Source: an optimization exercise on an open RTL-to-GDS flow (aim: small area and a short achievable clock period). Production flows keep margins and buffers that such runs may drop.

==> run G <==
## diffeq_fu_core
module diffeq_fu_core
#(
    parameter int unsigned WIDTH = diffeq_pkg::DEFAULT_WIDTH
) (
    input  logic                    clk,
    input  logic                    reset,
    input  logic                    en,
    input  logic signed [WIDTH-1:0] v1,
    input  logic signed [WIDTH-1:0] v2,
    input  logic signed [WIDTH-1:0] v3,
    input  logic signed [WIDTH-1:0] v4,
    input  logic signed [WIDTH-1:0] v5,
    input  logic signed [WIDTH-1:0] v6,
    input  logic                    mode,
    output logic signed [WIDTH-1:0] w1,
    output logic signed [WIDTH-1:0] w2,
    output logic signed [WIDTH-1:0] w3,
    output logic signed [WIDTH-1:0] r1,
    output logic signed [WIDTH-1:0] r2,
    output logic signed [WIDTH-1:0] r3,
    output logic                    ovf1,
    output logic                    ovf2,
    output logic                    ovf3,
    output logic                    valid
);
    logic m1_ovf, m2_ovf, a1_ovf;
    logic signed [WIDTH-1:0] r1_d, r1_q;
    logic signed [WIDTH-1:0] r2_d, r2_q;
    logic signed [WIDTH-1:0] r3_d, r3_q;
  ...
==> module adder_subtractor, before the edit <==
module adder_subtractor
#(
    parameter int unsigned WIDTH = diffeq_pkg::DEFAULT_WIDTH
) (
    input  logic signed [WIDTH-1:0] in1,
    input  logic signed [WIDTH-1:0] in2,
    input  logic                    mode,
    output logic signed [WIDTH-1:0] out,
    output logic                    ovf
);
    localparam int unsigned H = WIDTH / 2;
    logic             sub;
    logic [WIDTH-1:0] a, b;
    logic [H:0]       cl;
    logic [WIDTH-1:H] s0, s1;
    logic [WIDTH:H]   c0, c1;
    assign sub = (mode == diffeq_pkg::MODE_SUB);
    assign a   = in1;
    assign b   = in2 ^ {WIDTH{sub}};
    assign cl[0] = sub;
    for (genvar i = 0; i < H; i++) begin : g_lo
        diffeq_fa u_fa (.a(a[i]), .b(b[i]), .c(cl[i]), .s(out[i]), .co(cl[i+1]));
    end
    assign c0[H] = 1'b0;
    assign c1[H] = 1'b1;
    for (genvar i = H; i < WIDTH; i++) begin : g_hi
        if (i == H) begin : g_first
            diffeq_ha   u_h0 (.a(a[i]), .b(b[i]), .s(s0[i]), .co(c0[i+1]));
            diffeq_xnor u_h1 (.a(a[i]), .b(b[i]), .y(s1[i]));
            assign c1[i+1] = a[i] | b[i];
        end else begin : g_rest
            diffeq_fa u_f0 (.a(a[i]), .b(b[i]), .c(c0[i]), .s(s0[i]), .co(c0[i+1]));
            diffeq_fa u_f1 (.a(a[i]), .b(b[i]), .c(c1[i]), .s(s1[i]), .co(c1[i+1]));
        end
    end
    assign out[WIDTH-1:H] = cl[H] ? s1 : s0;
    assign ovf = (a[WIDTH-1] == b[WIDTH-1]) && (out[WIDTH-1] != a[WIDTH-1]);
endmodule
clock: 10.0 ns
lec_check: 0
cap_margin: 20
core_margin: 2
core_utilization: 40
setup_slack_margin: 1.6
slew_margin: 20
synth_hierarchical: 1
synth_minimum_keep_size: 0
standard.sh (not shown) runs the stock make flow with config.mk's settings and CLKGATE_MAP_FILE= SYNTH_SCRIPT=/design/flow/synth_recipe.tcl, a recipe that flattens the netlist after the stock synthesis.
==> flow/flow/run.sh <==
#!/bin/bash
# The standard layout (standard.sh) with two changes:
#  - the port buffers are the smallest buffer cell, sky130_fd_sc_hd__buf_1;
#  - before floorplanning, flow/downsize.tcl gives each combinational cell its smallest
#    drive strength, so that timing repair upsizes only the cells that need it.
export BUFFER_PORTS_ARGS="-buffer_cell sky130_fd_sc_hd__buf_1"
export PRE_FLOORPLAN_TCL="$PWD/flow/downsize.tcl"
bash standard.sh > standard_run.log 2>&1
==> flow/flow/downsize.tcl <==
# Before floorplanning: give every combinational cell the smallest drive strength of its
# function; the timing repair later upsizes only the cells that need it.
set n 0
foreach inst [get_cells *] {
  set m [get_property $inst ref_name]
  if { ![regexp {^(sky130_fd_sc_hd__[a-z0-9]+)_([0-9]+)$} $m -> base sz] } { continue }
  if { [regexp {df|dl|sdf|edf|conb|fa$|ha$|tap|fill|decap|clkbuf|buf$|bufbuf|dly|clkinv} $base] } { continue }
  set best $m
  set best_area [get_property [get_lib_cells */$m] area]
  foreach alt [get_lib_cells */${base}_*] {
    set an [get_name $alt]
    if { ![regexp "^${base}_\[0-9\]+\$" $an] } { continue }
    if { [get_property $alt dont_use] } { continue }
    set a [get_property $alt area]
    if { $a < $best_area } { set best $an; set best_area $a }
  }
  if { $best ne $m } {
    replace_cell $inst $best
    incr n
  }
}
puts "downsize.tcl: resized $n instances to their smallest drive"
==> run H (differences from run G) <==
--- a/flow/design.v
+++ b/flow/design.v
@@ -316,21 +316,21 @@
     output logic                    ovf
 );
-    localparam int unsigned H = WIDTH / 2;
+    localparam int unsigned B1 = 6;
+    localparam int unsigned B2 = 11;
     logic             sub;
     logic [WIDTH-1:0] a, b;
-    logic [H:0]       cl;
-    logic [WIDTH-1:H] s0, s1;
-    logic [WIDTH:H]   c0, c1;
+    logic [B1:0]      cl;
+    logic [WIDTH-1:B1] s0, s1;
+    logic [WIDTH:B1]   c0, c1;
+    logic             cm;
     assign sub = (mode == diffeq_pkg::MODE_SUB);
     assign a   = in1;
     assign b   = in2 ^ {WIDTH{sub}};
     assign cl[0] = sub;
-    for (genvar i = 0; i < H; i++) begin : g_lo
+    for (genvar i = 0; i < B1; i++) begin : g_lo
         diffeq_fa u_fa (.a(a[i]), .b(b[i]), .c(cl[i]), .s(out[i]), .co(cl[i+1]));
     end
-    assign c0[H] = 1'b0;
-    assign c1[H] = 1'b1;
-    for (genvar i = H; i < WIDTH; i++) begin : g_hi
-        if (i == H) begin : g_first
+    for (genvar i = B1; i < WIDTH; i++) begin : g_hi
+        if (i == B1 || i == B2) begin : g_first
             diffeq_ha   u_h0 (.a(a[i]), .b(b[i]), .s(s0[i]), .co(c0[i+1]));
             diffeq_xnor u_h1 (.a(a[i]), .b(b[i]), .y(s1[i]));
@@ -341,5 +341,9 @@
         end
     end
-    assign out[WIDTH-1:H] = cl[H] ? s1 : s0;
+    assign c0[B1] = 1'b0;
+    assign c1[B1] = 1'b1;
+    assign cm            = cl[B1] ? c1[B2] : c0[B2];
+    assign out[B2-1:B1]  = cl[B1] ? s1[B2-1:B1] : s0[B2-1:B1];
+    assign out[WIDTH-1:B2] = cm ? s1[WIDTH-1:B2] : s0[WIDTH-1:B2];
     assign ovf = (a[WIDTH-1] == b[WIDTH-1]) && (out[WIDTH-1] != a[WIDTH-1]);
 endmodule
- SETUP_SLACK_MARGIN: 1.6 -> 2.0
==> run M (differences from run G) <==
- CAP_MARGIN: 20 -> 0
- SETUP_SLACK_MARGIN: 1.6 -> 1.8
- SLEW_MARGIN: 20 -> 0
==> run K (differences from run G) <==
--- a/flow/design.v
+++ b/flow/design.v
@@ -316,21 +316,21 @@
     output logic                    ovf
 );
-    localparam int unsigned H = WIDTH / 2;
+    localparam int unsigned B1 = 6;
+    localparam int unsigned B2 = 11;
     logic             sub;
     logic [WIDTH-1:0] a, b;
-    logic [H:0]       cl;
-    logic [WIDTH-1:H] s0, s1;
-    logic [WIDTH:H]   c0, c1;
+    logic [B1:0]      cl;
+    logic [WIDTH-1:B1] s0, s1;
+    logic [WIDTH:B1]   c0, c1;
+    logic             cm;
     assign sub = (mode == diffeq_pkg::MODE_SUB);
     assign a   = in1;
     assign b   = in2 ^ {WIDTH{sub}};
     assign cl[0] = sub;
-    for (genvar i = 0; i < H; i++) begin : g_lo
+    for (genvar i = 0; i < B1; i++) begin : g_lo
         diffeq_fa u_fa (.a(a[i]), .b(b[i]), .c(cl[i]), .s(out[i]), .co(cl[i+1]));
     end
-    assign c0[H] = 1'b0;
-    assign c1[H] = 1'b1;
-    for (genvar i = H; i < WIDTH; i++) begin : g_hi
-        if (i == H) begin : g_first
+    for (genvar i = B1; i < WIDTH; i++) begin : g_hi
+        if (i == B1 || i == B2) begin : g_first
             diffeq_ha   u_h0 (.a(a[i]), .b(b[i]), .s(s0[i]), .co(c0[i+1]));
             diffeq_xnor u_h1 (.a(a[i]), .b(b[i]), .y(s1[i]));
@@ -341,5 +341,9 @@
         end
     end
-    assign out[WIDTH-1:H] = cl[H] ? s1 : s0;
+    assign c0[B1] = 1'b0;
+    assign c1[B1] = 1'b1;
+    assign cm            = cl[B1] ? c1[B2] : c0[B2];
+    assign out[B2-1:B1]  = cl[B1] ? s1[B2-1:B1] : s0[B2-1:B1];
+    assign out[WIDTH-1:B2] = cm ? s1[WIDTH-1:B2] : s0[WIDTH-1:B2];
     assign ovf = (a[WIDTH-1] == b[WIDTH-1]) && (out[WIDTH-1] != a[WIDTH-1]);
 endmodule
==> flow_summary.ini <==
[sta]
hold-worst-slack_ns = 0.485
clock.fmax_mhz = 124

[grt]
grt_pass1_wl_um = 48100

[run_status]
outcome = no timing/DRC/antenna violations

[routing]
drtPass1Iterations = 5
wl_met3_um = 1380

[floorplan]
die-area_um2 = 27700

[layout]
fillCellCount = 2495
num-nonclk-inverters = 36
multi_input_area_share_pct = 73.5
Source of the figures above: run M

==> flow_summary.ini <==
[run_status]
outcome = no timing/DRC/antenna violations

[floorplan]
die-area_um2 = 27800

[routing]
wl_met3_um = 1890
drtPass1Iterations = 5

[layout]
fillCellCount = 2387
num-nonclk-inverters = 35
multi_input_area_share_pct = 71.3

[sta]
hold-worst-slack_ns = 0.484
clock.fmax_mhz = 126

[grt]
grt_pass1_wl_um = 50600
Source of the figures above: run H

==> flow_summary.ini <==
[layout]
fillCellCount = 2538
multi_input_area_um2 = 9160
num-nonclk-inverters = 36
multi_input_area_share_pct = 74.9

[routing]
wl_met3_um = 1410
drtPass1Iterations = 5

[sta]
hold-worst-slack_ns = 0.485
clock.fmax_mhz = 121

[run_status]
outcome = no timing/DRC/antenna violations

[grt]
grt_pass1_wl_um = 47900

[floorplan]
die-area_um2 = 27700
rows = 59
Source of the figures above: run G

==> flow_summary.ini <==
[layout]
fillCellCount = 2549

[sta]
hold-worst-slack_ns = 0.482
clock.fmax_mhz = 122

[routing]
drtPass1Iterations = 6
wl_met3_um = 1600

[floorplan]
die-area_um2 = 27800

[run_status]
outcome = no timing/DRC/antenna violations
Source of the figures above: run K

No run of this note included a check of the RTL's function; only the layout flow was run.

==> re-timing with driven ports <==
Ports are ideal in the flow. The routed layouts listed here were re-timed in OpenROAD.
Step 1 (the two cells are an assumption about what drives the block):
set clk [get_ports {clk}]
set_driving_cell -lib_cell sky130_fd_sc_hd__clkbuf_16 $clk
set_driving_cell -lib_cell sky130_fd_sc_hd__buf_2 [delete_from_list [all_inputs] $clk]
Step 2 adds t to the input delays and takes it off the output delays; t is the mean of the earliest and latest rising clock arrival at the registers after step 1. Input paths then give back, and output paths get back, about the clock's delay inside the block.
a / b / c = no drivers / after step 1 / after step 2; a / b = the first two.
run	t (ns)	setup slack, ns	hold WS [ns]	worst setup path at the end	worst slew at a driven data input, ns
run G	0.343	1.756 / 1.729 / 1.729	0.485 / 0.485 / 0.485	input to output	0.05
run H	0.337	2.059 / 2.004 / 2.004	0.484 / 0.484 / 0.484	input to output	0.09
run M	0.346	1.939 / 1.912 / 1.912	0.485 / 0.485 / 0.485	input to output	0.05
run K	0.334	1.778 / 1.751 / 1.751	0.482 / 0.482 / 0.482	input to output	0.05
After both steps setup and hold are still met in every run listed. For run H, which loses most, drivers alone change the setup slack by -0.055 ns; drivers and shift together by -0.055 ns.
